From an optimization exercise on the open Yosys and OpenROAD flow, aimed at small area and a short achievable clock period; shortcuts taken in it are not production practice.
RTL that was checked went through simulation tests only; none was proved equivalent to the original.
No functional check of the RTL was part of run 1.

==> flow/design.v, too long to show whole: its modules and the start of the top module <==
// module fir3_fa: 4 lines
// module fir3_ha: 4 lines
// module fir3_a22oi: 3 lines
// module fir3_a222oi: 3 lines
// module fir3_sel: 3 lines
// module fir3_xnor2: 3 lines
// module fir3_xor2: 3 lines
// module fir3_nand2: 3 lines
// module fir3_nor2: 3 lines
// module fir3_and2: 3 lines
// module fir3_or2: 3 lines
// module fir3_inv: 3 lines
// module fir3_invd: 3 lines
// module fir3_nor2d: 3 lines
// module fir3_nand2d: 3 lines
// module fir3_a21oid: 3 lines
// module fir3_o21aid: 3 lines
// module fir3_a21oi: 3 lines
// module fir3_o21ai: 3 lines
// module fir3_top: 3208 lines
module fir3_top #(
  parameter int W  = 32,
  parameter int XW = 16
) (
  input  logic          CLK,
  input  logic          rst,
  input  logic [XW-1:0] h0,
  input  logic [XW-1:0] h1,
  input  logic [XW-1:0] h2,
  input  logic [XW-1:0] x,
  output logic [W-1:0]  y
);
  // ...
==> flow/flow/run.sh <==
#!/bin/bash
set -euo pipefail
here=$(pwd)
F=$here/flow
sed "s#^hierarchy -check -top \$::env(DESIGN_NAME)\$#&\ntechmap -map $F/leafmap.v#" \
  "$FLOW_HOME/scripts/synth.tcl" > "$here/synth_leaf.tcl"
grep -q "^techmap -map $F/leafmap.v" "$here/synth_leaf.tcl"
sed "s#source \$::env(SCRIPTS_DIR)/synth.tcl#source $here/synth_leaf.tcl#" \
  "$here/synth_recipe.tcl" > "$here/synth_own.tcl"
grep -q "source $here/synth_leaf.tcl" "$here/synth_own.tcl"
bash standard.sh \
  SYNTH_SCRIPT="$here/synth_own.tcl" \
  DONT_BUFFER_PORTS=1 \
  PRE_GLOBAL_PLACE_TCL="$F/ports.tcl" \
  finish > "$here/standard_finish.log" 2>&1
==> flow/flow/leafmap.v <==
// Maps the design's leaf modules one-to-one onto library cells.
module fir3_fa (input a, b, c, output s, co);
  sky130_fd_sc_hd__fa_1 _TECHMAP_REPLACE_ (.A(a), .B(b), .CIN(c), .SUM(s), .COUT(co));
endmodule

module fir3_ha (input a, b, output s, co);
  sky130_fd_sc_hd__ha_1 _TECHMAP_REPLACE_ (.A(a), .B(b), .SUM(s), .COUT(co));
endmodule

module fir3_sel (input one, two, hi, hm, output mn);
  sky130_fd_sc_hd__a22oi_1 _TECHMAP_REPLACE_ (.A1(one), .A2(hi), .B1(two), .B2(hm), .Y(mn));
endmodule

module fir3_xnor2 (input a, b, output y);
  sky130_fd_sc_hd__xnor2_1 _TECHMAP_REPLACE_ (.A(a), .B(b), .Y(y));
endmodule

module fir3_xor2 (input a, b, output y);
  sky130_fd_sc_hd__xor2_1 _TECHMAP_REPLACE_ (.A(a), .B(b), .X(y));
endmodule

module fir3_nand2 (input a, b, output y);
  sky130_fd_sc_hd__nand2_1 _TECHMAP_REPLACE_ (.A(a), .B(b), .Y(y));
endmodule

module fir3_nor2 (input a, b, output y);
  sky130_fd_sc_hd__nor2_1 _TECHMAP_REPLACE_ (.A(a), .B(b), .Y(y));
endmodule

module fir3_inv (input a, output y);
  sky130_fd_sc_hd__inv_1 _TECHMAP_REPLACE_ (.A(a), .Y(y));
endmodule

module fir3_a21oi (input a1, a2, b1, output y);
  sky130_fd_sc_hd__a21oi_1 _TECHMAP_REPLACE_ (.A1(a1), .A2(a2), .B1(b1), .Y(y));
endmodule

module fir3_o21ai (input a1, a2, b1, output y);
  sky130_fd_sc_hd__o21ai_1 _TECHMAP_REPLACE_ (.A1(a1), .A2(a2), .B1(b1), .Y(y));
endmodule

module fir3_invd (input a, output y);
  sky130_fd_sc_hd__inv_2 _TECHMAP_REPLACE_ (.A(a), .Y(y));
endmodule

module fir3_nor2d (input a, b, output y);
  sky130_fd_sc_hd__nor2_2 _TECHMAP_REPLACE_ (.A(a), .B(b), .Y(y));
endmodule

module fir3_nand2d (input a, b, output y);
  sky130_fd_sc_hd__nand2_2 _TECHMAP_REPLACE_ (.A(a), .B(b), .Y(y));
endmodule

module fir3_a21oid (input a1, a2, b1, output y);
  sky130_fd_sc_hd__a21oi_2 _TECHMAP_REPLACE_ (.A1(a1), .A2(a2), .B1(b1), .Y(y));
endmodule

module fir3_o21aid (input a1, a2, b1, output y);
  sky130_fd_sc_hd__o21ai_2 _TECHMAP_REPLACE_ (.A1(a1), .A2(a2), .B1(b1), .Y(y));
endmodule

module fir3_and2 (input a, b, output y);
  sky130_fd_sc_hd__and2_1 _TECHMAP_REPLACE_ (.A(a), .B(b), .X(y));
endmodule

module fir3_or2 (input a, b, output y);
  sky130_fd_sc_hd__or2_1 _TECHMAP_REPLACE_ (.A(a), .B(b), .X(y));
endmodule

module fir3_a22oi (input a1, a2, b1, b2, output y);
  sky130_fd_sc_hd__a22oi_1 _TECHMAP_REPLACE_ (.A1(a1), .A2(a2), .B1(b1), .B2(b2), .Y(y));
endmodule

module fir3_a222oi (input a1, a2, b1, b2, c1, c2, output y);
  sky130_fd_sc_hd__a222oi_1 _TECHMAP_REPLACE_ (.A1(a1), .A2(a2), .B1(b1), .B2(b2), .C1(c1), .C2(c2), .Y(y));
endmodule
==> flow/flow/ports.tcl <==
# Sourced before global placement (PRE_GLOBAL_PLACE_TCL, with DONT_BUFFER_PORTS=1).
# Buffers every input and output port (the clock port excepted, as buffer_ports
# does) at the same point of the flow as the standard port buffering, right after
# remove_buffers: buf_4 on the inputs (the coefficient bits each drive 16 cells),
# then buf_1 for the sample inputs x, which drive one register each, and buf_1 on
# the outputs.
proc my_buffer_ports {} {
  buffer_ports -inputs -buffer_cell sky130_fd_sc_hd__buf_4
  buffer_ports -outputs -buffer_cell sky130_fd_sc_hd__buf_1
  foreach bterm [[ord::get_db_block] getBTerms] {
    if { ![string match {x\[*\]} [$bterm getName]] } {
      continue
    }
    foreach iterm [[$bterm getNet] getITerms] {
      set inst [$iterm getInst]
      if { [[$inst getMaster] getName] == "sky130_fd_sc_hd__buf_4" } {
        replace_cell [get_cells [$inst getName]] sky130_fd_sc_hd__buf_1
      }
    }
  }
}
if { $::env(GPL_TIMING_DRIVEN) } {
  rename remove_buffers my_orig_remove_buffers
  proc remove_buffers {args} {
    my_orig_remove_buffers {*}$args
    my_buffer_ports
  }
} else {
  my_buffer_ports
}
==> flow/standard.sh <==
#!/bin/bash
# synth_recipe.tcl (not shown) runs the flow's synth.tcl, then flattens the netlist and writes it again
# the make line also repeats each setting of config.mk as NAME=value (left out here)
make -C /OpenROAD-flow-scripts/flow DESIGN_CONFIG=/design/flow/config.mk WORK_HOME=/design/flow/orfs CLKGATE_MAP_FILE= SYNTH_SCRIPT=/design/flow/synth_recipe.tcl "${@:-finish}"
==> flow/config.mk <==
export PLATFORM = sky130hd
export DESIGN_NAME = fir3_top
export DESIGN_NICKNAME = fir3_top
export VERILOG_FILES = /design/flow/design.v
export SDC_FILE = /design/flow/constraint.sdc
export NUM_CORES = 4
export LEC_CHECK = 0
export ABC_AREA = 1
export CAP_MARGIN = 20
export CELL_PAD_IN_SITES_DETAIL_PLACEMENT = 1
export CELL_PAD_IN_SITES_GLOBAL_PLACEMENT = 1
export CORE_MARGIN = 2
export CORE_UTILIZATION = 40
export SLEW_MARGIN = 20
==> flow/constraint.sdc <==
create_clock -name core_clock -period 10.0 [get_ports {CLK}]
set_input_delay 2.0000 -clock core_clock [delete_from_list [all_inputs] [get_ports {CLK}]]
set_output_delay 2.0000 -clock core_clock [all_outputs]
set_load 0.01 [all_outputs]
==> flow_summary.toml, run 1 <==
[setup_path]
crit_family = "adder cells"
r2r-end = "y_q[25]"
worstSetupPathType = "input port to flip-flop"
path_max_fanout = 17
worstPathArrival_ns = 7.80
rrSetupSlack_ns = 3.52

[layout]
multi_input_comb_cells = 1262
seq_cells = 83
seq_share = 0.1113
utilization = 0.4438
layout_common_cells = "fa_1 (368), a222oi_1 (336), nand2_1 (141)"
multi_input_area_share = 0.7622
clock_area_frac = 0.01616
fin_cells = 2216
drive_above_1_share = 0.1222

[timing]
whs_ns = 0.3890
fin_ws_ns = 2.470

[synth]
synth-xor-area-share = 0.06965
synthCells = 1559
ys_seq_area_frac = 0.1214
synth_top_area_share = 0.4308

[routing]
met1Wirelength_mm = 30.37
dr_wl_met3_mm = 11.78
maxUsedRoutingLayer = "met4"
vias_per_cell = 7.257

[worst_hold_path]
min_path_type = "flip-flop to flip-flop"

[grt]
grt_pass1_wl_mm = 112.6
globalRouteMet2Util = 0.5259
grt_util_met1 = 0.4792
overflow = 0
grt_max_degree = 58

[floorplan]
fp.coreArea_um2 = 42040
die-height_um = 210.8
die_w_um = 210.8

[status]
status = "timing/DRC/antenna clean"

[clock_tree]
cts_max_path_buffers = 2
cts_tree = "built"

[place]
io_buffers = 97
==> run 2, diff against run 1 <==
--- a/flow/design.v
+++ b/flow/design.v
@@ -2586,17 +2586,17 @@
   fir3_fa u1479_fa (.a(pp103), .b(pp148), .c(pp193), .s(s1478), .co(c1479));
   fir3_fa u1482_fa (.a(pp510), .b(pp555), .c(pp600), .s(s1481), .co(c1482));
   fir3_fa u1485_fa (.a(pp645), .b(pp962), .c(pp1007), .s(s1484), .co(c1485));
   fir3_fa u1488_fa (.a(pp1052), .b(pp1097), .c(c1445), .s(s1487), .co(c1488));
   fir3_fa u1491_fa (.a(s1475), .b(c1448), .c(c1451), .s(s1490), .co(c1491));
   fir3_fa u1494_fa (.a(s1478), .b(s1481), .c(s1484), .s(s1493), .co(c1494));
   fir3_fa u1497_fa (.a(c1454), .b(s1487), .c(c1457), .s(s1496), .co(c1497));
   fir3_fa u1500_fa (.a(s1490), .b(c1460), .c(s1493), .s(s1499), .co(c1500));
-  fir3_fa u1503_fa (.a(s1496), .b(c1463), .c(s1499), .s(s1502), .co(c1503));
+  fir3_fa u1503_fa (.a(c1463), .b(s1496), .c(s1499), .s(s1502), .co(c1503));
   fir3_ha u1506_ha (.a(c1466), .b(c1469), .s(s1505), .co(c1506));
   fir3_xnor2 u1508_xnor2 (.a(c1473), .b(pp60), .y(s1508));
   fir3_or2 u1510_or2 (.a(c1473), .b(pp60), .y(c1510));
   fir3_fa u1513_fa (.a(pp105), .b(pp150), .c(pp195), .s(s1512), .co(c1513));
   fir3_fa u1516_fa (.a(pp512), .b(pp557), .c(pp602), .s(s1515), .co(c1516));
   fir3_fa u1519_fa (.a(pp647), .b(pp964), .c(pp1009), .s(s1518), .co(c1519));
   fir3_fa u1522_fa (.a(pp1054), .b(pp1099), .c(s1508), .s(s1521), .co(c1522));
   fir3_fa u1525_fa (.a(c1476), .b(c1479), .c(c1482), .s(s1524), .co(c1525));
@@ -2688,17 +2688,17 @@
   fir3_fa u1773_fa (.a(pp1199), .b(pp1244), .c(c1694), .s(s1772), .co(c1773));
   fir3_fa u1776_fa (.a(s1751), .b(c1697), .c(c1700), .s(s1775), .co(c1776));
   fir3_fa u1779_fa (.a(c1703), .b(c1706), .c(c1709), .s(s1778), .co(c1779));
   fir3_fa u1782_fa (.a(s1754), .b(s1757), .c(s1760), .s(s1781), .co(c1782));
   fir3_fa u1785_fa (.a(s1763), .b(s1766), .c(s1769), .s(s1784), .co(c1785));
   fir3_fa u1788_fa (.a(c1712), .b(s1772), .c(c1715), .s(s1787), .co(c1788));
   fir3_fa u1791_fa (.a(c1718), .b(s1775), .c(c1721), .s(s1790), .co(c1791));
   fir3_fa u1794_fa (.a(s1778), .b(c1724), .c(s1781), .s(s1793), .co(c1794));
-  fir3_fa u1797_fa (.a(s1784), .b(s1787), .c(c1727), .s(s1796), .co(c1797));
+  fir3_fa u1797_fa (.a(s1784), .b(c1727), .c(s1787), .s(s1796), .co(c1797));
   fir3_fa u1800_fa (.a(c1730), .b(s1790), .c(s1793), .s(s1799), .co(c1800));
   fir3_fa u1803_fa (.a(c1733), .b(s1796), .c(c1736), .s(s1802), .co(c1803));
   fir3_fa u1806_fa (.a(s1799), .b(c1739), .c(s1802), .s(s1805), .co(c1806));
   fir3_ha u1809_ha (.a(c1742), .b(s1805), .s(s1808), .co(c1809));
   fir3_xnor2 u1811_xnor2 (.a(c1749), .b(pp72), .y(s1811));
   fir3_or2 u1813_or2 (.a(c1749), .b(pp72), .y(c1813));
   fir3_fa u1816_fa (.a(pp117), .b(pp162), .c(pp207), .s(s1815), .co(c1816));
   fir3_fa u1819_fa (.a(pp252), .b(pp297), .c(pp342), .s(s1818), .co(c1819));
@@ -2717,241 +2717,241 @@
   fir3_fa u1858_fa (.a(s1842), .b(s1845), .c(s1848), .s(s1857), .co(c1858));
   fir3_fa u1861_fa (.a(c1788), .b(c1791), .c(s1851), .s(s1860), .co(c1861));
   fir3_fa u1864_fa (.a(c1794), .b(s1854), .c(s1857), .s(s1863), .co(c1864));
   fir3_fa u1867_fa (.a(c1797), .b(c1800), .c(s1860), .s(s1866), .co(c1867));
   fir3_fa u1870_fa (.a(s1863), .b(c1803), .c(s1866), .s(s1869), .co(c1870));
   fir3_ha u1873_ha (.a(c1806), .b(s1869), .s(s1872), .co(c1873));
   fir3_xnor2 u1875_xnor2 (.a(negn0_7), .b(negn1_7), .y(s1875));
   fir3_or2 u1877_or2 (.a(negn0_7), .b(negn1_7), .y(c1877));
-  fir3_fa u1880_fa (.a(negn2_7), .b(s1875), .c(pp74), .s(s1879), .co(c1880));
-  fir3_fa u1883_fa (.a(pp119), .b(pp164), .c(pp209), .s(s1882), .co(c1883));
-  fir3_fa u1886_fa (.a(pp254), .b(pp299), .c(pp344), .s(s1885), .co(c1886));
-  fir3_fa u1889_fa (.a(pp386), .b(pp526), .c(pp571), .s(s1888), .co(c1889));
-  fir3_fa u1892_fa (.a(pp616), .b(pp661), .c(pp706), .s(s1891), .co(c1892));
-  fir3_fa u1895_fa (.a(pp751), .b(pp796), .c(pp838), .s(s1894), .co(c1895));
-  fir3_fa u1898_fa (.a(pp978), .b(pp1023), .c(pp1068), .s(s1897), .co(c1898));
-  fir3_fa u1901_fa (.a(pp1113), .b(pp1158), .c(pp1203), .s(s1900), .co(c1901));
-  fir3_fa u1904_fa (.a(pp1248), .b(pp1290), .c(c1813), .s(s1903), .co(c1904));
-  fir3_fa u1907_fa (.a(s1879), .b(c1816), .c(c1819), .s(s1906), .co(c1907));
-  fir3_fa u1910_fa (.a(c1822), .b(c1825), .c(c1828), .s(s1909), .co(c1910));
-  fir3_fa u1913_fa (.a(c1831), .b(s1882), .c(s1885), .s(s1912), .co(c1913));
+  fir3_fa u1880_fa (.a(negn2_7), .b(s1875), .c(pp386), .s(s1879), .co(c1880));
+  fir3_fa u1883_fa (.a(pp838), .b(pp1290), .c(pp74), .s(s1882), .co(c1883));
+  fir3_fa u1886_fa (.a(pp119), .b(pp164), .c(pp209), .s(s1885), .co(c1886));
+  fir3_fa u1889_fa (.a(pp254), .b(pp299), .c(pp344), .s(s1888), .co(c1889));
+  fir3_fa u1892_fa (.a(pp526), .b(pp571), .c(pp616), .s(s1891), .co(c1892));
+  fir3_fa u1895_fa (.a(pp661), .b(pp706), .c(pp751), .s(s1894), .co(c1895));
+  fir3_fa u1898_fa (.a(pp796), .b(pp978), .c(pp1023), .s(s1897), .co(c1898));
+  fir3_fa u1901_fa (.a(pp1068), .b(pp1113), .c(pp1158), .s(s1900), .co(c1901));
+  fir3_fa u1904_fa (.a(pp1203), .b(pp1248), .c(s1879), .s(s1903), .co(c1904));
+  fir3_fa u1907_fa (.a(c1813), .b(s1882), .c(c1816), .s(s1906), .co(c1907));
+  fir3_fa u1910_fa (.a(c1819), .b(c1822), .c(c1825), .s(s1909), .co(c1910));
+  fir3_fa u1913_fa (.a(c1828), .b(c1831), .c(s1885), .s(s1912), .co(c1913));
   fir3_fa u1916_fa (.a(s1888), .b(s1891), .c(s1894), .s(s1915), .co(c1916));
-  fir3_fa u1919_fa (.a(s1897), .b(s1900), .c(c1834), .s(s1918), .co(c1919));
-  fir3_fa u1922_fa (.a(s1903), .b(c1837), .c(c1840), .s(s1921), .co(c1922));
-  fir3_fa u1925_fa (.a(c1843), .b(s1906), .c(c1846), .s(s1924), .co(c1925));
+  fir3_fa u1919_fa (.a(s1897), .b(s1900), .c(s1903), .s(s1918), .co(c1919));
+  fir3_fa u1922_fa (.a(c1834), .b(c1837), .c(s1906), .s(s1921), .co(c1922));
+  fir3_fa u1925_fa (.a(c1840), .b(c1843), .c(c1846), .s(s1924), .co(c1925));
   fir3_fa u1928_fa (.a(s1909), .b(s1912), .c(s1915), .s(s1927), .co(c1928));
-  fir3_fa u1931_fa (.a(c1849), .b(s1918), .c(c1852), .s(s1930), .co(c1931));
+  fir3_fa u1931_fa (.a(s1918), .b(c1849), .c(c1852), .s(s1930), .co(c1931));
   fir3_fa u1934_fa (.a(s1921), .b(c1855), .c(s1924), .s(s1933), .co(c1934));
   fir3_fa u1937_fa (.a(s1927), .b(c1858), .c(s1930), .s(s1936), .co(c1937));
   fir3_fa u1940_fa (.a(c1861), .b(s1933), .c(c1864), .s(s1939), .co(c1940));
   fir3_fa u1943_fa (.a(s1936), .b(c1867), .c(s1939), .s(s1942), .co(c1943));
   fir3_ha u1946_ha (.a(c1870), .b(s1942), .s(s1945), .co(c1946));
-  fir3_xnor2 u1948_xnor2 (.a(c1877), .b(pp76), .y(s1948));
-  fir3_or2 u1950_or2 (.a(c1877), .b(pp76), .y(c1950));
-  fir3_fa u1953_fa (.a(pp121), .b(pp166), .c(pp211), .s(s1952), .co(c1953));
-  fir3_fa u1956_fa (.a(pp256), .b(pp301), .c(pp346), .s(s1955), .co(c1956));
-  fir3_fa u1959_fa (.a(pp390), .b(pp528), .c(pp573), .s(s1958), .co(c1959));
-  fir3_fa u1962_fa (.a(pp618), .b(pp663), .c(pp708), .s(s1961), .co(c1962));
-  fir3_fa u1965_fa (.a(pp753), .b(pp798), .c(pp842), .s(s1964), .co(c1965));
-  fir3_fa u1968_fa (.a(pp980), .b(pp1025), .c(pp1070), .s(s1967), .co(c1968));
-  fir3_fa u1971_fa (.a(pp1115), .b(pp1160), .c(pp1205), .s(s1970), .co(c1971));
-  fir3_fa u1974_fa (.a(pp1250), .b(pp1294), .c(s1948), .s(s1973), .co(c1974));
-  fir3_fa u1977_fa (.a(c1880), .b(c1883), .c(c1886), .s(s1976), .co(c1977));
-  fir3_fa u1980_fa (.a(c1889), .b(c1892), .c(c1895), .s(s1979), .co(c1980));
-  fir3_fa u1983_fa (.a(c1898), .b(c1901), .c(s1952), .s(s1982), .co(c1983));
+  fir3_xnor2 u1948_xnor2 (.a(c1877), .b(pp390), .y(s1948));
+  fir3_or2 u1950_or2 (.a(c1877), .b(pp390), .y(c1950));
+  fir3_fa u1953_fa (.a(pp842), .b(pp1294), .c(pp76), .s(s1952), .co(c1953));
+  fir3_fa u1956_fa (.a(pp121), .b(pp166), .c(pp211), .s(s1955), .co(c1956));
+  fir3_fa u1959_fa (.a(pp256), .b(pp301), .c(pp346), .s(s1958), .co(c1959));
+  fir3_fa u1962_fa (.a(pp528), .b(pp573), .c(pp618), .s(s1961), .co(c1962));
+  fir3_fa u1965_fa (.a(pp663), .b(pp708), .c(pp753), .s(s1964), .co(c1965));
+  fir3_fa u1968_fa (.a(pp798), .b(pp980), .c(pp1025), .s(s1967), .co(c1968));
+  fir3_fa u1971_fa (.a(pp1070), .b(pp1115), .c(pp1160), .s(s1970), .co(c1971));
+  fir3_fa u1974_fa (.a(pp1205), .b(pp1250), .c(s1948), .s(s1973), .co(c1974));
+  fir3_fa u1977_fa (.a(c1880), .b(c1883), .c(s1952), .s(s1976), .co(c1977));
+  fir3_fa u1980_fa (.a(c1886), .b(c1889), .c(c1892), .s(s1979), .co(c1980));
+  fir3_fa u1983_fa (.a(c1895), .b(c1898), .c(c1901), .s(s1982), .co(c1983));
   fir3_fa u1986_fa (.a(s1955), .b(s1958), .c(s1961), .s(s1985), .co(c1986));
   fir3_fa u1989_fa (.a(s1964), .b(s1967), .c(s1970), .s(s1988), .co(c1989));
-  fir3_fa u1992_fa (.a(c1904), .b(s1973), .c(c1907), .s(s1991), .co(c1992));
-  fir3_fa u1995_fa (.a(c1910), .b(c1913), .c(s1976), .s(s1994), .co(c1995));
+  fir3_fa u1992_fa (.a(s1973), .b(c1904), .c(c1907), .s(s1991), .co(c1992));
+  fir3_fa u1995_fa (.a(s1976), .b(c1910), .c(c1913), .s(s1994), .co(c1995));
   fir3_fa u1998_fa (.a(c1916), .b(s1979), .c(s1982), .s(s1997), .co(c1998));
-  fir3_fa u2001_fa (.a(s1985), .b(s1988), .c(c1919), .s(s2000), .co(c2001));
-  fir3_fa u2004_fa (.a(c1922), .b(s1991), .c(c1925), .s(s2003), .co(c2004));
-  fir3_fa u2007_fa (.a(c1928), .b(s1994), .c(s1997), .s(s2006), .co(c2007));
+  fir3_fa u2001_fa (.a(c1919), .b(s1985), .c(s1988), .s(s2000), .co(c2001));
+  fir3_fa u2004_fa (.a(s1991), .b(c1922), .c(c1925), .s(s2003), .co(c2004));
+  fir3_fa u2007_fa (.a(s1994), .b(c1928), .c(s1997), .s(s2006), .co(c2007));
   fir3_fa u2010_fa (.a(s2000), .b(c1931), .c(s2003), .s(s2009), .co(c2010));
   fir3_fa u2013_fa (.a(c1934), .b(s2006), .c(c1937), .s(s2012), .co(c2013));
   fir3_fa u2016_fa (.a(s2009), .b(c1940), .c(s2012), .s(s2015), .co(c2016));
   fir3_ha u2019_ha (.a(c1943), .b(s2015), .s(s2018), .co(c2019));
-  fir3_fa u2022_fa (.a(pp123), .b(pp168), .c(pp213), .s(s2021), .co(c2022));
-  fir3_fa u2025_fa (.a(pp258), .b(pp303), .c(pp348), .s(s2024), .co(c2025));
-  fir3_fa u2028_fa (.a(pp394), .b(pp575), .c(pp620), .s(s2027), .co(c2028));
-  fir3_fa u2031_fa (.a(pp665), .b(pp710), .c(pp755), .s(s2030), .co(c2031));
-  fir3_fa u2034_fa (.a(pp800), .b(pp846), .c(pp1027), .s(s2033), .co(c2034));
-  fir3_fa u2037_fa (.a(pp1072), .b(pp1117), .c(pp1162), .s(s2036), .co(c2037));
-  fir3_fa u2040_fa (.a(pp1207), .b(pp1252), .c(pp1298), .s(s2039), .co(c2040));
-  fir3_fa u2043_fa (.a(pp78), .b(pp530), .c(pp982), .s(s2042), .co(c2043));
-  fir3_fa u2046_fa (.a(c1950), .b(c1953), .c(c1956), .s(s2045), .co(c2046));
-  fir3_fa u2049_fa (.a(c1959), .b(c1962), .c(c1965), .s(s2048), .co(c2049));
-  fir3_fa u2052_fa (.a(c1968), .b(c1971), .c(s2021), .s(s2051), .co(c2052));
-  fir3_fa u2055_fa (.a(s2024), .b(s2027), .c(s2030), .s(s2054), .co(c2055));
-  fir3_fa u2058_fa (.a(s2033), .b(s2036), .c(s2039), .s(s2057), .co(c2058));
-  fir3_fa u2061_fa (.a(s2042), .b(c1974), .c(c1977), .s(s2060), .co(c2061));
-  fir3_fa u2064_fa (.a(c1980), .b(c1983), .c(s2045), .s(s2063), .co(c2064));
+  fir3_fa u2022_fa (.a(pp394), .b(pp846), .c(pp1298), .s(s2021), .co(c2022));
+  fir3_fa u2025_fa (.a(c1950), .b(pp123), .c(pp168), .s(s2024), .co(c2025));
+  fir3_fa u2028_fa (.a(pp213), .b(pp258), .c(pp303), .s(s2027), .co(c2028));
+  fir3_fa u2031_fa (.a(pp348), .b(pp575), .c(pp620), .s(s2030), .co(c2031));
+  fir3_fa u2034_fa (.a(pp665), .b(pp710), .c(pp755), .s(s2033), .co(c2034));
+  fir3_fa u2037_fa (.a(pp800), .b(pp1027), .c(pp1072), .s(s2036), .co(c2037));
+  fir3_fa u2040_fa (.a(pp1117), .b(pp1162), .c(pp1207), .s(s2039), .co(c2040));
+  fir3_fa u2043_fa (.a(pp1252), .b(pp78), .c(pp530), .s(s2042), .co(c2043));
+  fir3_fa u2046_fa (.a(pp982), .b(s2021), .c(c1953), .s(s2045), .co(c2046));
+  fir3_fa u2049_fa (.a(c1956), .b(c1959), .c(c1962), .s(s2048), .co(c2049));
+  fir3_fa u2052_fa (.a(c1965), .b(c1968), .c(c1971), .s(s2051), .co(c2052));
+  fir3_fa u2055_fa (.a(c1974), .b(s2024), .c(s2027), .s(s2054), .co(c2055));
+  fir3_fa u2058_fa (.a(s2030), .b(s2033), .c(s2036), .s(s2057), .co(c2058));
+  fir3_fa u2061_fa (.a(s2039), .b(s2042), .c(c1977), .s(s2060), .co(c2061));
+  fir3_fa u2064_fa (.a(s2045), .b(c1980), .c(c1983), .s(s2063), .co(c2064));
   fir3_fa u2067_fa (.a(c1986), .b(c1989), .c(s2048), .s(s2066), .co(c2067));
   fir3_fa u2070_fa (.a(s2051), .b(s2054), .c(s2057), .s(s2069), .co(c2070));
   fir3_fa u2073_fa (.a(c1992), .b(s2060), .c(c1995), .s(s2072), .co(c2073));
-  fir3_fa u2076_fa (.a(c1998), .b(s2063), .c(c2001), .s(s2075), .co(c2076));
+  fir3_fa u2076_fa (.a(s2063), .b(c1998), .c(c2001), .s(s2075), .co(c2076));
   fir3_fa u2079_fa (.a(s2066), .b(s2069), .c(c2004), .s(s2078), .co(c2079));
   fir3_fa u2082_fa (.a(s2072), .b(c2007), .c(s2075), .s(s2081), .co(c2082));
   fir3_fa u2085_fa (.a(c2010), .b(s2078), .c(s2081), .s(s2084), .co(c2085));
   fir3_fa u2088_fa (.a(c2013), .b(s2084), .c(c2016), .s(s2087), .co(c2088));
-  fir3_fa u2091_fa (.a(pp125), .b(pp170), .c(pp215), .s(s2090), .co(c2091));
-  fir3_fa u2094_fa (.a(pp260), .b(pp305), .c(pp350), .s(s2093), .co(c2094));
-  fir3_fa u2097_fa (.a(pp398), .b(pp577), .c(pp622), .s(s2096), .co(c2097));
-  fir3_fa u2100_fa (.a(pp667), .b(pp712), .c(pp757), .s(s2099), .co(c2100));
-  fir3_fa u2103_fa (.a(pp802), .b(pp850), .c(pp1029), .s(s2102), .co(c2103));
-  fir3_fa u2106_fa (.a(pp1074), .b(pp1119), .c(pp1164), .s(s2105), .co(c2106));
-  fir3_fa u2109_fa (.a(pp1209), .b(pp1254), .c(pp1302), .s(s2108), .co(c2109));
-  fir3_fa u2112_fa (.a(c2022), .b(c2025), .c(c2028), .s(s2111), .co(c2112));
-  fir3_fa u2115_fa (.a(c2031), .b(c2034), .c(c2037), .s(s2114), .co(c2115));
-  fir3_fa u2118_fa (.a(c2040), .b(s2090), .c(s2093), .s(s2117), .co(c2118));
-  fir3_fa u2121_fa (.a(s2096), .b(s2099), .c(s2102), .s(s2120), .co(c2121));
-  fir3_fa u2124_fa (.a(s2105), .b(s2108), .c(c2043), .s(s2123), .co(c2124));
-  fir3_fa u2127_fa (.a(c2046), .b(c2049), .c(c2052), .s(s2126), .co(c2127));
-  fir3_fa u2130_fa (.a(c2055), .b(c2058), .c(s2111), .s(s2129), .co(c2130));
+  fir3_fa u2091_fa (.a(pp398), .b(pp850), .c(pp1302), .s(s2090), .co(c2091));
+  fir3_fa u2094_fa (.a(pp125), .b(pp170), .c(pp215), .s(s2093), .co(c2094));
+  fir3_fa u2097_fa (.a(pp260), .b(pp305), .c(pp350), .s(s2096), .co(c2097));
+  fir3_fa u2100_fa (.a(pp577), .b(pp622), .c(pp667), .s(s2099), .co(c2100));
+  fir3_fa u2103_fa (.a(pp712), .b(pp757), .c(pp802), .s(s2102), .co(c2103));
+  fir3_fa u2106_fa (.a(pp1029), .b(pp1074), .c(pp1119), .s(s2105), .co(c2106));
+  fir3_fa u2109_fa (.a(pp1164), .b(pp1209), .c(pp1254), .s(s2108), .co(c2109));
+  fir3_fa u2112_fa (.a(c2022), .b(s2090), .c(c2025), .s(s2111), .co(c2112));
+  fir3_fa u2115_fa (.a(c2028), .b(c2031), .c(c2034), .s(s2114), .co(c2115));
+  fir3_fa u2118_fa (.a(c2037), .b(c2040), .c(c2043), .s(s2117), .co(c2118));
+  fir3_fa u2121_fa (.a(s2093), .b(s2096), .c(s2099), .s(s2120), .co(c2121));
+  fir3_fa u2124_fa (.a(s2102), .b(s2105), .c(s2108), .s(s2123), .co(c2124));
+  fir3_fa u2127_fa (.a(c2046), .b(s2111), .c(c2049), .s(s2126), .co(c2127));
+  fir3_fa u2130_fa (.a(c2052), .b(c2055), .c(c2058), .s(s2129), .co(c2130));
   fir3_fa u2133_fa (.a(s2114), .b(s2117), .c(s2120), .s(s2132), .co(c2133));
   fir3_fa u2136_fa (.a(s2123), .b(c2061), .c(c2064), .s(s2135), .co(c2136));
   fir3_fa u2139_fa (.a(s2126), .b(c2067), .c(c2070), .s(s2138), .co(c2139));
   fir3_fa u2142_fa (.a(s2129), .b(s2132), .c(c2073), .s(s2141), .co(c2142));
   fir3_fa u2145_fa (.a(s2135), .b(c2076), .c(s2138), .s(s2144), .co(c2145));
   fir3_fa u2148_fa (.a(c2079), .b(s2141), .c(c2082), .s(s2147), .co(c2148));
   fir3_fa u2151_fa (.a(s2144), .b(c2085), .c(s2147), .s(s2150), .co(c2151));
-  fir3_fa u2154_fa (.a(pp172), .b(pp217), .c(pp262), .s(s2153), .co(c2154));
-  fir3_fa u2157_fa (.a(pp307), .b(pp352), .c(pp402), .s(s2156), .co(c2157));
-  fir3_fa u2160_fa (.a(pp624), .b(pp669), .c(pp714), .s(s2159), .co(c2160));
-  fir3_fa u2163_fa (.a(pp759), .b(pp804), .c(pp854), .s(s2162), .co(c2163));
-  fir3_fa u2166_fa (.a(pp1076), .b(pp1121), .c(pp1166), .s(s2165), .co(c2166));
-  fir3_fa u2169_fa (.a(pp1211), .b(pp1256), .c(pp1306), .s(s2168), .co(c2169));
+  fir3_fa u2154_fa (.a(pp402), .b(pp854), .c(pp1306), .s(s2153), .co(c2154));
+  fir3_fa u2157_fa (.a(pp172), .b(pp217), .c(pp262), .s(s2156), .co(c2157));
+  fir3_fa u2160_fa (.a(pp307), .b(pp352), .c(pp624), .s(s2159), .co(c2160));
+  fir3_fa u2163_fa (.a(pp669), .b(pp714), .c(pp759), .s(s2162), .co(c2163));
+  fir3_fa u2166_fa (.a(pp804), .b(pp1076), .c(pp1121), .s(s2165), .co(c2166));
+  fir3_fa u2169_fa (.a(pp1166), .b(pp1211), .c(pp1256), .s(s2168), .co(c2169));
   fir3_fa u2172_fa (.a(pp127), .b(pp579), .c(pp1031), .s(s2171), .co(c2172));
-  fir3_fa u2175_fa (.a(c2091), .b(c2094), .c(c2097), .s(s2174), .co(c2175));
-  fir3_fa u2178_fa (.a(c2100), .b(c2103), .c(c2106), .s(s2177), .co(c2178));
-  fir3_fa u2181_fa (.a(c2109), .b(s2153), .c(s2156), .s(s2180), .co(c2181));
+  fir3_fa u2175_fa (.a(c2091), .b(s2153), .c(c2094), .s(s2174), .co(c2175));
+  fir3_fa u2178_fa (.a(c2097), .b(c2100), .c(c2103), .s(s2177), .co(c2178));
+  fir3_fa u2181_fa (.a(c2106), .b(c2109), .c(s2156), .s(s2180), .co(c2181));
   fir3_fa u2184_fa (.a(s2159), .b(s2162), .c(s2165), .s(s2183), .co(c2184));
   fir3_fa u2187_fa (.a(s2168), .b(s2171), .c(c2112), .s(s2186), .co(c2187));
-  fir3_fa u2190_fa (.a(c2115), .b(c2118), .c(c2121), .s(s2189), .co(c2190));
-  fir3_fa u2193_fa (.a(c2124), .b(s2174), .c(s2177), .s(s2192), .co(c2193));
-  fir3_fa u2196_fa (.a(s2180), .b(s2183), .c(c2127), .s(s2195), .co(c2196));
-  fir3_fa u2199_fa (.a(s2186), .b(c2130), .c(c2133), .s(s2198), .co(c2199));
-  fir3_fa u2202_fa (.a(s2189), .b(s2192), .c(c2136), .s(s2201), .co(c2202));
-  fir3_fa u2205_fa (.a(s2195), .b(c2139), .c(s2198), .s(s2204), .co(c2205));
+  fir3_fa u2190_fa (.a(s2174), .b(c2115), .c(c2118), .s(s2189), .co(c2190));
+  fir3_fa u2193_fa (.a(c2121), .b(c2124), .c(s2177), .s(s2192), .co(c2193));
+  fir3_fa u2196_fa (.a(s2180), .b(s2183), .c(s2186), .s(s2195), .co(c2196));
+  fir3_fa u2199_fa (.a(c2127), .b(c2130), .c(s2189), .s(s2198), .co(c2199));
+  fir3_fa u2202_fa (.a(c2133), .b(s2192), .c(s2195), .s(s2201), .co(c2202));
+  fir3_fa u2205_fa (.a(c2136), .b(c2139), .c(s2198), .s(s2204), .co(c2205));
   fir3_fa u2208_fa (.a(c2142), .b(s2201), .c(c2145), .s(s2207), .co(c2208));
   fir3_fa u2211_fa (.a(s2204), .b(c2148), .c(s2207), .s(s2210), .co(c2211));
-  fir3_fa u2214_fa (.a(pp174), .b(pp219), .c(pp264), .s(s2213), .co(c2214));
-  fir3_fa u2217_fa (.a(pp309), .b(pp354), .c(pp406), .s(s2216), .co(c2217));
-  fir3_fa u2220_fa (.a(pp626), .b(pp671), .c(pp716), .s(s2219), .co(c2220));
-  fir3_fa u2223_fa (.a(pp761), .b(pp806), .c(pp858), .s(s2222), .co(c2223));
-  fir3_fa u2226_fa (.a(pp1078), .b(pp1123), .c(pp1168), .s(s2225), .co(c2226));
-  fir3_fa u2229_fa (.a(pp1213), .b(pp1258), .c(pp1310), .s(s2228), .co(c2229));
-  fir3_fa u2232_fa (.a(c2154), .b(c2157), .c(c2160), .s(s2231), .co(c2232));
-  fir3_fa u2235_fa (.a(c2163), .b(c2166), .c(c2169), .s(s2234), .co(c2235));
-  fir3_fa u2238_fa (.a(s2213), .b(s2216), .c(s2219), .s(s2237), .co(c2238));
+  fir3_fa u2214_fa (.a(pp406), .b(pp858), .c(pp1310), .s(s2213), .co(c2214));
+  fir3_fa u2217_fa (.a(pp174), .b(pp219), .c(pp264), .s(s2216), .co(c2217));
+  fir3_fa u2220_fa (.a(pp309), .b(pp354), .c(pp626), .s(s2219), .co(c2220));
+  fir3_fa u2223_fa (.a(pp671), .b(pp716), .c(pp761), .s(s2222), .co(c2223));
+  fir3_fa u2226_fa (.a(pp806), .b(pp1078), .c(pp1123), .s(s2225), .co(c2226));
+  fir3_fa u2229_fa (.a(pp1168), .b(pp1213), .c(pp1258), .s(s2228), .co(c2229));
+  fir3_fa u2232_fa (.a(c2154), .b(s2213), .c(c2157), .s(s2231), .co(c2232));
+  fir3_fa u2235_fa (.a(c2160), .b(c2163), .c(c2166), .s(s2234), .co(c2235));
+  fir3_fa u2238_fa (.a(c2169), .b(s2216), .c(s2219), .s(s2237), .co(c2238));
   fir3_fa u2241_fa (.a(s2222), .b(s2225), .c(s2228), .s(s2240), .co(c2241));
-  fir3_fa u2244_fa (.a(c2172), .b(c2175), .c(c2178), .s(s2243), .co(c2244));
-  fir3_fa u2247_fa (.a(c2181), .b(c2184), .c(s2231), .s(s2246), .co(c2247));
+  fir3_fa u2244_fa (.a(c2172), .b(c2175), .c(s2231), .s(s2243), .co(c2244));
+  fir3_fa u2247_fa (.a(c2178), .b(c2181), .c(c2184), .s(s2246), .co(c2247));
   fir3_fa u2250_fa (.a(s2234), .b(s2237), .c(s2240), .s(s2249), .co(c2250));
-  fir3_fa u2253_fa (.a(c2187), .b(c2190), .c(s2243), .s(s2252), .co(c2253));
+  fir3_fa u2253_fa (.a(c2187), .b(s2243), .c(c2190), .s(s2252), .co(c2253));
   fir3_fa u2256_fa (.a(c2193), .b(s2246), .c(s2249), .s(s2255), .co(c2256));
   fir3_fa u2259_fa (.a(c2196), .b(c2199), .c(s2252), .s(s2258), .co(c2259));
   fir3_fa u2262_fa (.a(s2255), .b(c2202), .c(c2205), .s(s2261), .co(c2262));
   fir3_fa u2265_fa (.a(s2258), .b(c2208), .c(s2261), .s(s2264), .co(c2265));
-  fir3_fa u2268_fa (.a(pp221), .b(pp266), .c(pp311), .s(s2267), .co(c2268));
-  fir3_fa u2271_fa (.a(pp356), .b(pp410), .c(pp673), .s(s2270), .co(c2271));
-  fir3_fa u2274_fa (.a(pp718), .b(pp763), .c(pp808), .s(s2273), .co(c2274));
-  fir3_fa u2277_fa (.a(pp862), .b(pp1125), .c(pp1170), .s(s2276), .co(c2277));
-  fir3_fa u2280_fa (.a(pp1215), .b(pp1260), .c(pp1314), .s(s2279), .co(c2280));
+  fir3_fa u2268_fa (.a(pp410), .b(pp862), .c(pp1314), .s(s2267), .co(c2268));
+  fir3_fa u2271_fa (.a(pp221), .b(pp266), .c(pp311), .s(s2270), .co(c2271));
+  fir3_fa u2274_fa (.a(pp356), .b(pp673), .c(pp718), .s(s2273), .co(c2274));
+  fir3_fa u2277_fa (.a(pp763), .b(pp808), .c(pp1125), .s(s2276), .co(c2277));
+  fir3_fa u2280_fa (.a(pp1170), .b(pp1215), .c(pp1260), .s(s2279), .co(c2280));
   fir3_fa u2283_fa (.a(pp176), .b(pp628), .c(pp1080), .s(s2282), .co(c2283));
-  fir3_fa u2286_fa (.a(c2214), .b(c2217), .c(c2220), .s(s2285), .co(c2286));
-  fir3_fa u2289_fa (.a(c2223), .b(c2226), .c(c2229), .s(s2288), .co(c2289));
-  fir3_fa u2292_fa (.a(s2267), .b(s2270), .c(s2273), .s(s2291), .co(c2292));
+  fir3_fa u2286_fa (.a(c2214), .b(s2267), .c(c2217), .s(s2285), .co(c2286));
+  fir3_fa u2289_fa (.a(c2220), .b(c2223), .c(c2226), .s(s2288), .co(c2289));
+  fir3_fa u2292_fa (.a(c2229), .b(s2270), .c(s2273), .s(s2291), .co(c2292));
   fir3_fa u2295_fa (.a(s2276), .b(s2279), .c(s2282), .s(s2294), .co(c2295));
-  fir3_fa u2298_fa (.a(c2232), .b(c2235), .c(c2238), .s(s2297), .co(c2298));
-  fir3_fa u2301_fa (.a(c2241), .b(s2285), .c(s2288), .s(s2300), .co(c2301));
+  fir3_fa u2298_fa (.a(c2232), .b(s2285), .c(c2235), .s(s2297), .co(c2298));
+  fir3_fa u2301_fa (.a(c2238), .b(c2241), .c(s2288), .s(s2300), .co(c2301));
   fir3_fa u2304_fa (.a(s2291), .b(s2294), .c(c2244), .s(s2303), .co(c2304));
-  fir3_fa u2307_fa (.a(c2247), .b(s2297), .c(c2250), .s(s2306), .co(c2307));
+  fir3_fa u2307_fa (.a(s2297), .b(c2247), .c(c2250), .s(s2306), .co(c2307));
   fir3_fa u2310_fa (.a(s2300), .b(s2303), .c(c2253), .s(s2309), .co(c2310));
-  fir3_fa u2313_fa (.a(c2256), .b(s2306), .c(s2309), .s(s2312), .co(c2313));
-  fir3_fa u2316_fa (.a(c2259), .b(c2262), .c(s2312), .s(s2315), .co(c2316));
-  fir3_fa u2319_fa (.a(pp223), .b(pp268), .c(pp313), .s(s2318), .co(c2319));
-  fir3_fa u2322_fa (.a(pp358), .b(pp414), .c(pp675), .s(s2321), .co(c2322));
-  fir3_fa u2325_fa (.a(pp720), .b(pp765), .c(pp810), .s(s2324), .co(c2325));
-  fir3_fa u2328_fa (.a(pp866), .b(pp1127), .c(pp1172), .s(s2327), .co(c2328));
-  fir3_fa u2331_fa (.a(pp1217), .b(pp1262), .c(pp1318), .s(s2330), .co(c2331));
-  fir3_fa u2334_fa (.a(c2268), .b(c2271), .c(c2274), .s(s2333), .co(c2334));
-  fir3_fa u2337_fa (.a(c2277), .b(c2280), .c(s2318), .s(s2336), .co(c2337));
+  fir3_fa u2313_fa (.a(s2306), .b(c2256), .c(s2309), .s(s2312), .co(c2313));
+  fir3_fa u2316_fa (.a(c2259), .b(s2312), .c(c2262), .s(s2315), .co(c2316));
+  fir3_fa u2319_fa (.a(pp414), .b(pp866), .c(pp1318), .s(s2318), .co(c2319));
+  fir3_fa u2322_fa (.a(pp223), .b(pp268), .c(pp313), .s(s2321), .co(c2322));
+  fir3_fa u2325_fa (.a(pp358), .b(pp675), .c(pp720), .s(s2324), .co(c2325));
+  fir3_fa u2328_fa (.a(pp765), .b(pp810), .c(pp1127), .s(s2327), .co(c2328));
+  fir3_fa u2331_fa (.a(pp1172), .b(pp1217), .c(pp1262), .s(s2330), .co(c2331));
+  fir3_fa u2334_fa (.a(c2268), .b(s2318), .c(c2271), .s(s2333), .co(c2334));
+  fir3_fa u2337_fa (.a(c2274), .b(c2277), .c(c2280), .s(s2336), .co(c2337));
   fir3_fa u2340_fa (.a(s2321), .b(s2324), .c(s2327), .s(s2339), .co(c2340));
   fir3_fa u2343_fa (.a(s2330), .b(c2283), .c(c2286), .s(s2342), .co(c2343));
-  fir3_fa u2346_fa (.a(c2289), .b(c2292), .c(s2333), .s(s2345), .co(c2346));
-  fir3_fa u2349_fa (.a(s2336), .b(c2295), .c(s2339), .s(s2348), .co(c2349));
+  fir3_fa u2346_fa (.a(s2333), .b(c2289), .c(c2292), .s(s2345), .co(c2346));
+  fir3_fa u2349_fa (.a(c2295), .b(s2336), .c(s2339), .s(s2348), .co(c2349));
   fir3_fa u2352_fa (.a(s2342), .b(c2298), .c(c2301), .s(s2351), .co(c2352));
   fir3_fa u2355_fa (.a(s2345), .b(s2348), .c(c2304), .s(s2354), .co(c2355));
   fir3_fa u2358_fa (.a(c2307), .b(s2351), .c(s2354), .s(s2357), .co(c2358));
   fir3_fa u2361_fa (.a(c2310), .b(s2357), .c(c2313), .s(s2360), .co(c2361));
-  fir3_fa u2364_fa (.a(pp270), .b(pp315), .c(pp360), .s(s2363), .co(c2364));
-  fir3_fa u2367_fa (.a(pp418), .b(pp722), .c(pp767), .s(s2366), .co(c2367));
-  fir3_fa u2370_fa (.a(pp812), .b(pp870), .c(pp1174), .s(s2369), .co(c2370));
-  fir3_fa u2373_fa (.a(pp1219), .b(pp1264), .c(pp1322), .s(s2372), .co(c2373));
+  fir3_fa u2364_fa (.a(pp418), .b(pp870), .c(pp1322), .s(s2363), .co(c2364));
+  fir3_fa u2367_fa (.a(pp270), .b(pp315), .c(pp360), .s(s2366), .co(c2367));
+  fir3_fa u2370_fa (.a(pp722), .b(pp767), .c(pp812), .s(s2369), .co(c2370));
+  fir3_fa u2373_fa (.a(pp1174), .b(pp1219), .c(pp1264), .s(s2372), .co(c2373));
   fir3_fa u2376_fa (.a(pp225), .b(pp677), .c(pp1129), .s(s2375), .co(c2376));
-  fir3_fa u2379_fa (.a(c2319), .b(c2322), .c(c2325), .s(s2378), .co(c2379));
-  fir3_fa u2382_fa (.a(c2328), .b(c2331), .c(s2363), .s(s2381), .co(c2382));
+  fir3_fa u2379_fa (.a(c2319), .b(s2363), .c(c2322), .s(s2378), .co(c2379));
+  fir3_fa u2382_fa (.a(c2325), .b(c2328), .c(c2331), .s(s2381), .co(c2382));
   fir3_fa u2385_fa (.a(s2366), .b(s2369), .c(s2372), .s(s2384), .co(c2385));
-  fir3_fa u2388_fa (.a(s2375), .b(c2334), .c(c2337), .s(s2387), .co(c2388));
-  fir3_fa u2391_fa (.a(c2340), .b(s2378), .c(s2381), .s(s2390), .co(c2391));
-  fir3_fa u2394_fa (.a(s2384), .b(c2343), .c(c2346), .s(s2393), .co(c2394));
-  fir3_fa u2397_fa (.a(s2387), .b(c2349), .c(s2390), .s(s2396), .co(c2397));
+  fir3_fa u2388_fa (.a(s2375), .b(c2334), .c(s2378), .s(s2387), .co(c2388));
+  fir3_fa u2391_fa (.a(c2337), .b(c2340), .c(s2381), .s(s2390), .co(c2391));
+  fir3_fa u2394_fa (.a(s2384), .b(c2343), .c(s2387), .s(s2393), .co(c2394));
+  fir3_fa u2397_fa (.a(c2346), .b(c2349), .c(s2390), .s(s2396), .co(c2397));
   fir3_fa u2400_fa (.a(c2352), .b(s2393), .c(s2396), .s(s2399), .co(c2400));
   fir3_fa u2403_fa (.a(c2355), .b(s2399), .c(c2358), .s(s2402), .co(c2403));
-  fir3_fa u2406_fa (.a(pp272), .b(pp317), .c(pp362), .s(s2405), .co(c2406));
-  fir3_fa u2409_fa (.a(pp422), .b(pp724), .c(pp769), .s(s2408), .co(c2409));
-  fir3_fa u2412_fa (.a(pp814), .b(pp874), .c(pp1176), .s(s2411), .co(c2412));
-  fir3_fa u2415_fa (.a(pp1221), .b(pp1266), .c(pp1326), .s(s2414), .co(c2415));
-  fir3_fa u2418_fa (.a(c2364), .b(c2367), .c(c2370), .s(s2417), .co(c2418));
-  fir3_fa u2421_fa (.a(c2373), .b(s2405), .c(s2408), .s(s2420), .co(c2421));
+  fir3_fa u2406_fa (.a(pp422), .b(pp874), .c(pp1326), .s(s2405), .co(c2406));
+  fir3_fa u2409_fa (.a(pp272), .b(pp317), .c(pp362), .s(s2408), .co(c2409));
+  fir3_fa u2412_fa (.a(pp724), .b(pp769), .c(pp814), .s(s2411), .co(c2412));
+  fir3_fa u2415_fa (.a(pp1176), .b(pp1221), .c(pp1266), .s(s2414), .co(c2415));
+  fir3_fa u2418_fa (.a(c2364), .b(s2405), .c(c2367), .s(s2417), .co(c2418));
+  fir3_fa u2421_fa (.a(c2370), .b(c2373), .c(s2408), .s(s2420), .co(c2421));
   fir3_fa u2424_fa (.a(s2411), .b(s2414), .c(c2376), .s(s2423), .co(c2424));
-  fir3_fa u2427_fa (.a(c2379), .b(c2382), .c(c2385), .s(s2426), .co(c2427));
-  fir3_fa u2430_fa (.a(s2417), .b(s2420), .c(s2423), .s(s2429), .co(c2430));
-  fir3_fa u2433_fa (.a(c2388), .b(c2391), .c(s2426), .s(s2432), .co(c2433));
-  fir3_fa u2436_fa (.a(s2429), .b(c2394), .c(c2397), .s(s2435), .co(c2436));
-  fir3_fa u2439_fa (.a(s2432), .b(c2400), .c(s2435), .s(s2438), .co(c2439));
-  fir3_fa u2442_fa (.a(pp319), .b(pp364), .c(pp426), .s(s2441), .co(c2442));
-  fir3_fa u2445_fa (.a(pp771), .b(pp816), .c(pp878), .s(s2444), .co(c2445));
-  fir3_fa u2448_fa (.a(pp1223), .b(pp1268), .c(pp1330), .s(s2447), .co(c2448));
+  fir3_fa u2427_fa (.a(c2379), .b(s2417), .c(c2382), .s(s2426), .co(c2427));
+  fir3_fa u2430_fa (.a(c2385), .b(s2420), .c(s2423), .s(s2429), .co(c2430));
+  fir3_fa u2433_fa (.a(c2388), .b(s2426), .c(c2391), .s(s2432), .co(c2433));
+  fir3_fa u2436_fa (.a(s2429), .b(c2394), .c(s2432), .s(s2435), .co(c2436));
+  fir3_fa u2439_fa (.a(c2397), .b(c2400), .c(s2435), .s(s2438), .co(c2439));
+  fir3_fa u2442_fa (.a(pp426), .b(pp878), .c(pp1330), .s(s2441), .co(c2442));
+  fir3_fa u2445_fa (.a(pp319), .b(pp364), .c(pp771), .s(s2444), .co(c2445));
+  fir3_fa u2448_fa (.a(pp816), .b(pp1223), .c(pp1268), .s(s2447), .co(c2448));
   fir3_fa u2451_fa (.a(pp274), .b(pp726), .c(pp1178), .s(s2450), .co(c2451));
-  fir3_fa u2454_fa (.a(c2406), .b(c2409), .c(c2412), .s(s2453), .co(c2454));
-  fir3_fa u2457_fa (.a(c2415), .b(s2441), .c(s2444), .s(s2456), .co(c2457));
+  fir3_fa u2454_fa (.a(c2406), .b(s2441), .c(c2409), .s(s2453), .co(c2454));
+  fir3_fa u2457_fa (.a(c2412), .b(c2415), .c(s2444), .s(s2456), .co(c2457));
   fir3_fa u2460_fa (.a(s2447), .b(s2450), .c(c2418), .s(s2459), .co(c2460));
-  fir3_fa u2463_fa (.a(c2421), .b(c2424), .c(s2453), .s(s2462), .co(c2463));
+  fir3_fa u2463_fa (.a(s2453), .b(c2421), .c(c2424), .s(s2462), .co(c2463));
   fir3_fa u2466_fa (.a(s2456), .b(s2459), .c(c2427), .s(s2465), .co(c2466));
-  fir3_fa u2469_fa (.a(c2430), .b(s2462), .c(s2465), .s(s2468), .co(c2469));
-  fir3_fa u2472_fa (.a(c2433), .b(c2436), .c(s2468), .s(s2471), .co(c2472));
-  fir3_fa u2475_fa (.a(pp321), .b(pp366), .c(pp430), .s(s2474), .co(c2475));
-  fir3_fa u2478_fa (.a(pp773), .b(pp818), .c(pp882), .s(s2477), .co(c2478));
-  fir3_fa u2481_fa (.a(pp1225), .b(pp1270), .c(pp1334), .s(s2480), .co(c2481));
-  fir3_fa u2484_fa (.a(c2442), .b(c2445), .c(c2448), .s(s2483), .co(c2484));
-  fir3_fa u2487_fa (.a(s2474), .b(s2477), .c(s2480), .s(s2486), .co(c2487));
-  fir3_fa u2490_fa (.a(c2451), .b(c2454), .c(c2457), .s(s2489), .co(c2490));
-  fir3_fa u2493_fa (.a(s2483), .b(s2486), .c(c2460), .s(s2492), .co(c2493));
-  fir3_fa u2496_fa (.a(c2463), .b(s2489), .c(s2492), .s(s2495), .co(c2496));
+  fir3_fa u2469_fa (.a(s2462), .b(c2430), .c(s2465), .s(s2468), .co(c2469));
+  fir3_fa u2472_fa (.a(c2433), .b(s2468), .c(c2436), .s(s2471), .co(c2472));
+  fir3_fa u2475_fa (.a(pp430), .b(pp882), .c(pp1334), .s(s2474), .co(c2475));
+  fir3_fa u2478_fa (.a(pp321), .b(pp366), .c(pp773), .s(s2477), .co(c2478));
+  fir3_fa u2481_fa (.a(pp818), .b(pp1225), .c(pp1270), .s(s2480), .co(c2481));
+  fir3_fa u2484_fa (.a(c2442), .b(s2474), .c(c2445), .s(s2483), .co(c2484));
+  fir3_fa u2487_fa (.a(c2448), .b(s2477), .c(s2480), .s(s2486), .co(c2487));
+  fir3_fa u2490_fa (.a(c2451), .b(c2454), .c(s2483), .s(s2489), .co(c2490));
+  fir3_fa u2493_fa (.a(c2457), .b(s2486), .c(c2460), .s(s2492), .co(c2493));
+  fir3_fa u2496_fa (.a(s2489), .b(c2463), .c(s2492), .s(s2495), .co(c2496));
   fir3_fa u2499_fa (.a(c2466), .b(s2495), .c(c2469), .s(s2498), .co(c2499));
-  fir3_fa u2502_fa (.a(pp368), .b(pp434), .c(pp820), .s(s2501), .co(c2502));
-  fir3_fa u2505_fa (.a(pp886), .b(pp1272), .c(pp1338), .s(s2504), .co(c2505));
+  fir3_fa u2502_fa (.a(pp434), .b(pp886), .c(pp1338), .s(s2501), .co(c2502));
+  fir3_fa u2505_fa (.a(pp368), .b(pp820), .c(pp1272), .s(s2504), .co(c2505));
   fir3_fa u2508_fa (.a(pp323), .b(pp775), .c(pp1227), .s(s2507), .co(c2508));
-  fir3_fa u2511_fa (.a(c2475), .b(c2478), .c(c2481), .s(s2510), .co(c2511));
-  fir3_fa u2514_fa (.a(s2501), .b(s2504), .c(s2507), .s(s2513), .co(c2514));
-  fir3_fa u2517_fa (.a(c2484), .b(c2487), .c(s2510), .s(s2516), .co(c2517));
+  fir3_fa u2511_fa (.a(c2475), .b(s2501), .c(c2478), .s(s2510), .co(c2511));
+  fir3_fa u2514_fa (.a(c2481), .b(s2504), .c(s2507), .s(s2513), .co(c2514));
+  fir3_fa u2517_fa (.a(c2484), .b(s2510), .c(c2487), .s(s2516), .co(c2517));
   fir3_fa u2520_fa (.a(s2513), .b(c2490), .c(s2516), .s(s2519), .co(c2520));
   fir3_fa u2523_fa (.a(c2493), .b(s2519), .c(c2496), .s(s2522), .co(c2523));
-  fir3_fa u2526_fa (.a(pp370), .b(pp438), .c(pp822), .s(s2525), .co(c2526));
-  fir3_fa u2529_fa (.a(pp890), .b(pp1274), .c(pp1342), .s(s2528), .co(c2529));
-  fir3_fa u2532_fa (.a(c2502), .b(c2505), .c(s2525), .s(s2531), .co(c2532));
+  fir3_fa u2526_fa (.a(pp438), .b(pp890), .c(pp1342), .s(s2525), .co(c2526));
+  fir3_fa u2529_fa (.a(pp370), .b(pp822), .c(pp1274), .s(s2528), .co(c2529));
+  fir3_fa u2532_fa (.a(c2502), .b(s2525), .c(c2505), .s(s2531), .co(c2532));
   fir3_fa u2535_fa (.a(s2528), .b(c2508), .c(c2511), .s(s2534), .co(c2535));
   fir3_fa u2538_fa (.a(s2531), .b(c2514), .c(s2534), .s(s2537), .co(c2538));
   fir3_fa u2541_fa (.a(c2517), .b(s2537), .c(c2520), .s(s2540), .co(c2541));
   fir3_fa u2544_fa (.a(pp442), .b(pp894), .c(pp1346), .s(s2543), .co(c2544));
   fir3_fa u2547_fa (.a(pp372), .b(pp824), .c(pp1276), .s(s2546), .co(c2547));
-  fir3_fa u2550_fa (.a(c2526), .b(c2529), .c(s2543), .s(s2549), .co(c2550));
+  fir3_fa u2550_fa (.a(c2526), .b(s2543), .c(c2529), .s(s2549), .co(c2550));
   fir3_fa u2553_fa (.a(s2546), .b(c2532), .c(s2549), .s(s2552), .co(c2553));
   fir3_fa u2556_fa (.a(c2535), .b(s2552), .c(c2538), .s(s2555), .co(c2556));
   fir3_fa u2559_fa (.a(pp446), .b(pp898), .c(pp1350), .s(s2558), .co(c2559));
   fir3_fa u2562_fa (.a(c2544), .b(s2558), .c(c2547), .s(s2561), .co(c2562));
   fir3_fa u2565_fa (.a(c2550), .b(s2561), .c(c2553), .s(s2564), .co(c2565));
   fir3_fa u2568_fa (.a(pp450), .b(pp902), .c(pp1354), .s(s2567), .co(c2568));
   fir3_fa u2571_fa (.a(c2559), .b(s2567), .c(c2562), .s(s2570), .co(c2571));
   fir3_xnor2 u_cpa_x0 (.a(s1364), .b(s1361), .y(sum2573));
@@ -3138,20 +3138,20 @@
   fir3_nor2 u_cpa_tn23 (.a(s2438), .b(c2403), .y(tn2935));
   fir3_o21ai u2937_o21ai (.a1(tn2935), .a2(gn2911), .b1(gn2933), .y(g2937));
   fir3_nor2 u2939_nor2 (.a(tn2935), .b(tn2913), .y(p2939));
   fir3_a21oi u2941_a21oi (.a1(p2939), .a2(g2893), .b1(g2937), .y(g2941));
   fir3_nand2 u2943_nand2 (.a(p2939), .b(p2895), .y(p2943));
   fir3_o21ai u2945_o21ai (.a1(p2943), .a2(g2851), .b1(g2941), .y(g2945));
   fir3_nor2 u2947_nor2 (.a(p2943), .b(p2853), .y(p2947));
   fir3_a21oi u2949_a21oi (.a1(p2947), .a2(g2769), .b1(g2945), .y(g2949));
-  fir3_xor2 u_cpa_x24 (.a(c2439), .b(s2471), .y(x2951));
+  fir3_xor2 u_cpa_x24 (.a(s2471), .b(c2439), .y(x2951));
   fir3_xor2 u2953_xor2 (.a(x2951), .b(g2949), .y(sum2953));
-  fir3_nand2 u_cpa_gn24 (.a(c2439), .b(s2471), .y(gn2955));
-  fir3_nor2 u_cpa_tn24 (.a(c2439), .b(s2471), .y(tn2957));
+  fir3_nand2 u_cpa_gn24 (.a(s2471), .b(c2439), .y(gn2955));
+  fir3_nor2 u_cpa_tn24 (.a(s2471), .b(c2439), .y(tn2957));
   fir3_o21ai u2959_o21ai (.a1(tn2957), .a2(gn2933), .b1(gn2955), .y(g2959));
   fir3_nor2 u2961_nor2 (.a(tn2957), .b(tn2935), .y(p2961));
   fir3_a21oi u2963_a21oi (.a1(p2961), .a2(g2915), .b1(g2959), .y(g2963));
   fir3_nand2 u2965_nand2 (.a(p2961), .b(p2917), .y(p2965));
   fir3_o21ai u2967_o21ai (.a1(p2965), .a2(g2875), .b1(g2963), .y(g2967));
   fir3_nor2 u2969_nor2 (.a(p2965), .b(p2877), .y(p2969));
   fir3_a21oi u2971_a21oi (.a1(p2969), .a2(g2787), .b1(g2967), .y(g2971));
   fir3_nand2 u2973_nand2 (.a(p2969), .b(p2789), .y(p2973));
==> flow/config.mk (replaced) <==
export PLATFORM = sky130hd
export DESIGN_NAME = fir3_top
export DESIGN_NICKNAME = fir3_top
export VERILOG_FILES = /design/flow/design.v
export SDC_FILE = /design/flow/constraint.sdc
export NUM_CORES = 4
export LEC_CHECK = 0
export ABC_AREA = 1
export CAP_MARGIN = 20
export CORE_MARGIN = 2
export CORE_UTILIZATION = 30
export PLACE_DENSITY = 0.45
export SLEW_MARGIN = 20
==> flow_summary.toml, run 2 <==
[timing]
hold_violations = 0
worst_pin_slew_ns = 0.9372
rsz0062_at_grt = "no"
fmax_ghz = 0.1314
timing.setup.tns_ns = 0
finalSetupViolCount = 0
slew_violations = 0
slew_headroom = 0.3752
finClkSkew_ns = 0.02499
min_period_ns = 7.608
timing.final.crit_share = 0.7608

[synth]
synth_top_area_share = 0.4308
synth_top_family_by_area = "adder cells"
synthCells = 1559
synth-edff-count = 0
synthFlopType = "dfrtp_1"
ys_top_cells_by_area = "fa_1 (43%), a222oi_1 (20%), dfrtp_1 (12%)"
synthSimpleGateAreaFrac = 0.05684
yosysUniqueCellTypes = 16
syn_nets = 2021
synth_most_common_cell = "fa_1"
synth-xor-area-share = 0.06965
synth_top_cells_by_count = "fa_1 (368), a222oi_1 (336), nand2_1 (141)"
yosysTopAreaCell = "fa_1"
synth_seq_cells = 83
synthAdderAreaFrac = 0.4512
ys_async_sr_fraction = 1.000
synth_compound_area_frac = 0.2539
synthesis.area_um2 = 17100
avgSynthCellArea_um2 = 10.97
ys_warn_count = 1
ys_seq_area_frac = 0.1214
synth_mux_area_frac = 0

[grt]
grt_max_degree = 60
track_usage = 0.2666
overflow = 0
grt_pass1_wl_mm = 115.2
grt_pass1_vias = 15964
antenna_found_initial = 2

[floorplan]
initial_core_util = 0.3033
die_area_um2 = 58930
die-height_um = 242.8
io_pins = 98
fp.coreArea_um2 = 56390
rows = 87
die_w_um = 242.8

[place]
io_buffers = 97
place_congestion = 0.9683
dpl_cell_area_um2 = 18600
post-dp-hpwl_mm = 61.73
placedCellCount = 2413

[status]
status = "timing/DRC/antenna clean"

[clock_tree]
clockRootBuffer = "clkbuf_16"
clk_pin_slew_ns = 0.08
cts_max_path_buffers = 2
cts_buffers = 9
post_cts_resized = 0
post_cts_buffers = 0
cts.sinks = 83
cts_tree = "built"
clkLatencyLatePin_ns = 0.41
cts_hold_buf = 0
htree_num_levels = 3

[setup_path]
worstSetupPathType = "input port to flip-flop"
cp-end-kind = "flip-flop"
crit_required_ns = 10.28
worstPathArrival_ns = 7.88
path_max_fanout = 17
startpoint_type = "input port"

[layout]
fin_cells = 2429
fill_cells = 5870
drive_above_1_share = 0.1201
layout_common_cells = "fa_1 (368), a222oi_1 (336), nand2_1 (141)"
nNetsFinal = 2130
stdcell_area_um2 = 18910
area_growth_pct = 10.54
mostFrequentLayoutCell = "fa_1"
n_antenna_cell = 0
largest_reg_flops = 32
regMostFlops = "y_q"

[routing]
vias = 15920
ant_nets = 0
vias_per_cell = 6.554
route.detailed.drc = 0
firstDrtPassIters = 15
drt_iter0_markers = 4769
wl_per_cell_um = 32.76
routed_wl_mm = 79.59

[job]
maxCapViolCount = 0

[worst_hold_path]
min_path_type = "flip-flop to flip-flop"
## run 2: changes by cell type in the layout (fill, tap and decap cells not counted)
cell | previous run | this run
inv_6 | 1 | 2
clkinv_4 | 2 | 1
buf_4 | 51 | 50
clkbuf_4 | 1 | 0
buf_2 | 2 | 0
## run 2: critical path, stage by stage
cell      delay (ns)
buf_4           0.20
inv_2           0.11
a222oi_1        0.58
fa_1            0.57
fa_1            0.60
fa_1            0.49
fa_1            0.46
fa_1            0.39
fa_1            0.46
fa_1            0.40
fa_1            0.50
nor2_1          0.25
o21ai_1         0.13
a21oi_1         0.22
o21ai_1         0.12
a21oi_1         0.16
o21ai_1         0.09
xnor2_1         0.14
## run 2: cell families after synthesis
family	count (synthesis)
compound gates	497
fa+ha+maj	396
simple gates	233
buf+inv	214
xor+xnor	136
flops	83
## run 2: final timing paths
kind | depth (start not counted) | to | start | slack (ns)
max in group asynchronous | 2 | d2_q[13] | rst | 7.34
worst min register to register | 0 | d2_q[14] | d1_q[14] | 0.40
worst max-delay path | 18 | y_q[27] | h0[12] | 2.39
worst max register to register | 18 | y_q[27] | d0_q[0] | 3.53
min in group asynchronous | 1 | y_q[8] | rst | 1.51
worst min-delay path | 0 | d2_q[14] | d1_q[14] | 0.40
## run 2: area by class of cell
| class | count | area [um2] | area share |
|---|---|---|---|
| flip-flops and latches | 83 | 2077 | 0.1099 |
| inverters | 214 | 803.3 | 0.04249 |
| clock inverters | 7 | 76.32 | 0.004037 |
| multi-input cells | 1262 | 14220 | 0.7523 |
| repair buffers | 98 | 555.5 | 0.02938 |
| well taps | 756 | 945.9 | 0.05003 |
| clock buffers | 9 | 225.2 | 0.01191 |
## run 2: per-stage QoR
step	hold slack, ns	setup WS (ns)	utilization
3_3_place_gp	0.3805	2.328	0.3299
6_report	0.3994	2.392	0.3353
4_1_cts	0.4047	2.684	0.3353
3_5_place_dp	0.3861	2.255	0.3299
2_1_floorplan	0.3727	3.143	-
5_1_grt	0.4092	2.305	0.3353
## run 2: layer usage
layer,part of all wire,vias to the layer above,wire (um),track usage
met4,0.024,2,1928,0.06406
met1,0.40,8055,31480,0.3533
met2,0.43,1374,34300,0.4063
met5,0.00016,-,13,0
met3,0.15,186,11870,0.1073
li1,-,6303,-,-

-- static timing again, ports no longer ideal --
In the flow no input, the clock included, has a driving cell. The finished layouts below were timed again as built, in two steps. Step 1 (the two cells are an assumption about what drives the block):
set clk [get_ports {CLK}]
set_driving_cell -lib_cell sky130_fd_sc_hd__clkbuf_16 $clk
set_driving_cell -lib_cell sky130_fd_sc_hd__buf_2 [delete_from_list [all_inputs] $clk]
Step 2 times the ports against the registers' clock, not the clock port: input delays grow and output delays shrink by t, the midpoint of the rising clock arrivals with the driver on. Slacks: ideal ports / drivers / drivers and shift; pairs: ideal ports / drivers.
| run | shift t [ns] | setup WS [ns] | hold WS [ns] | slew at the worst register clock pin (ns) |
|---|---|---|---|---|
| run 1 | 0.459 | 2.470 / 2.499 / 2.041 | 0.389 / 0.389 / 0.389 | 0.10 / 0.10 |
| run 2 | 0.460 | 2.392 / 2.396 / 1.936 | 0.399 / 0.399 / 0.399 | 0.10 / 0.10 |
After both steps setup and hold are still met in every run listed. For run 2, which loses most, drivers alone change the setup slack by +0.004 ns; drivers and shift together by -0.456 ns.
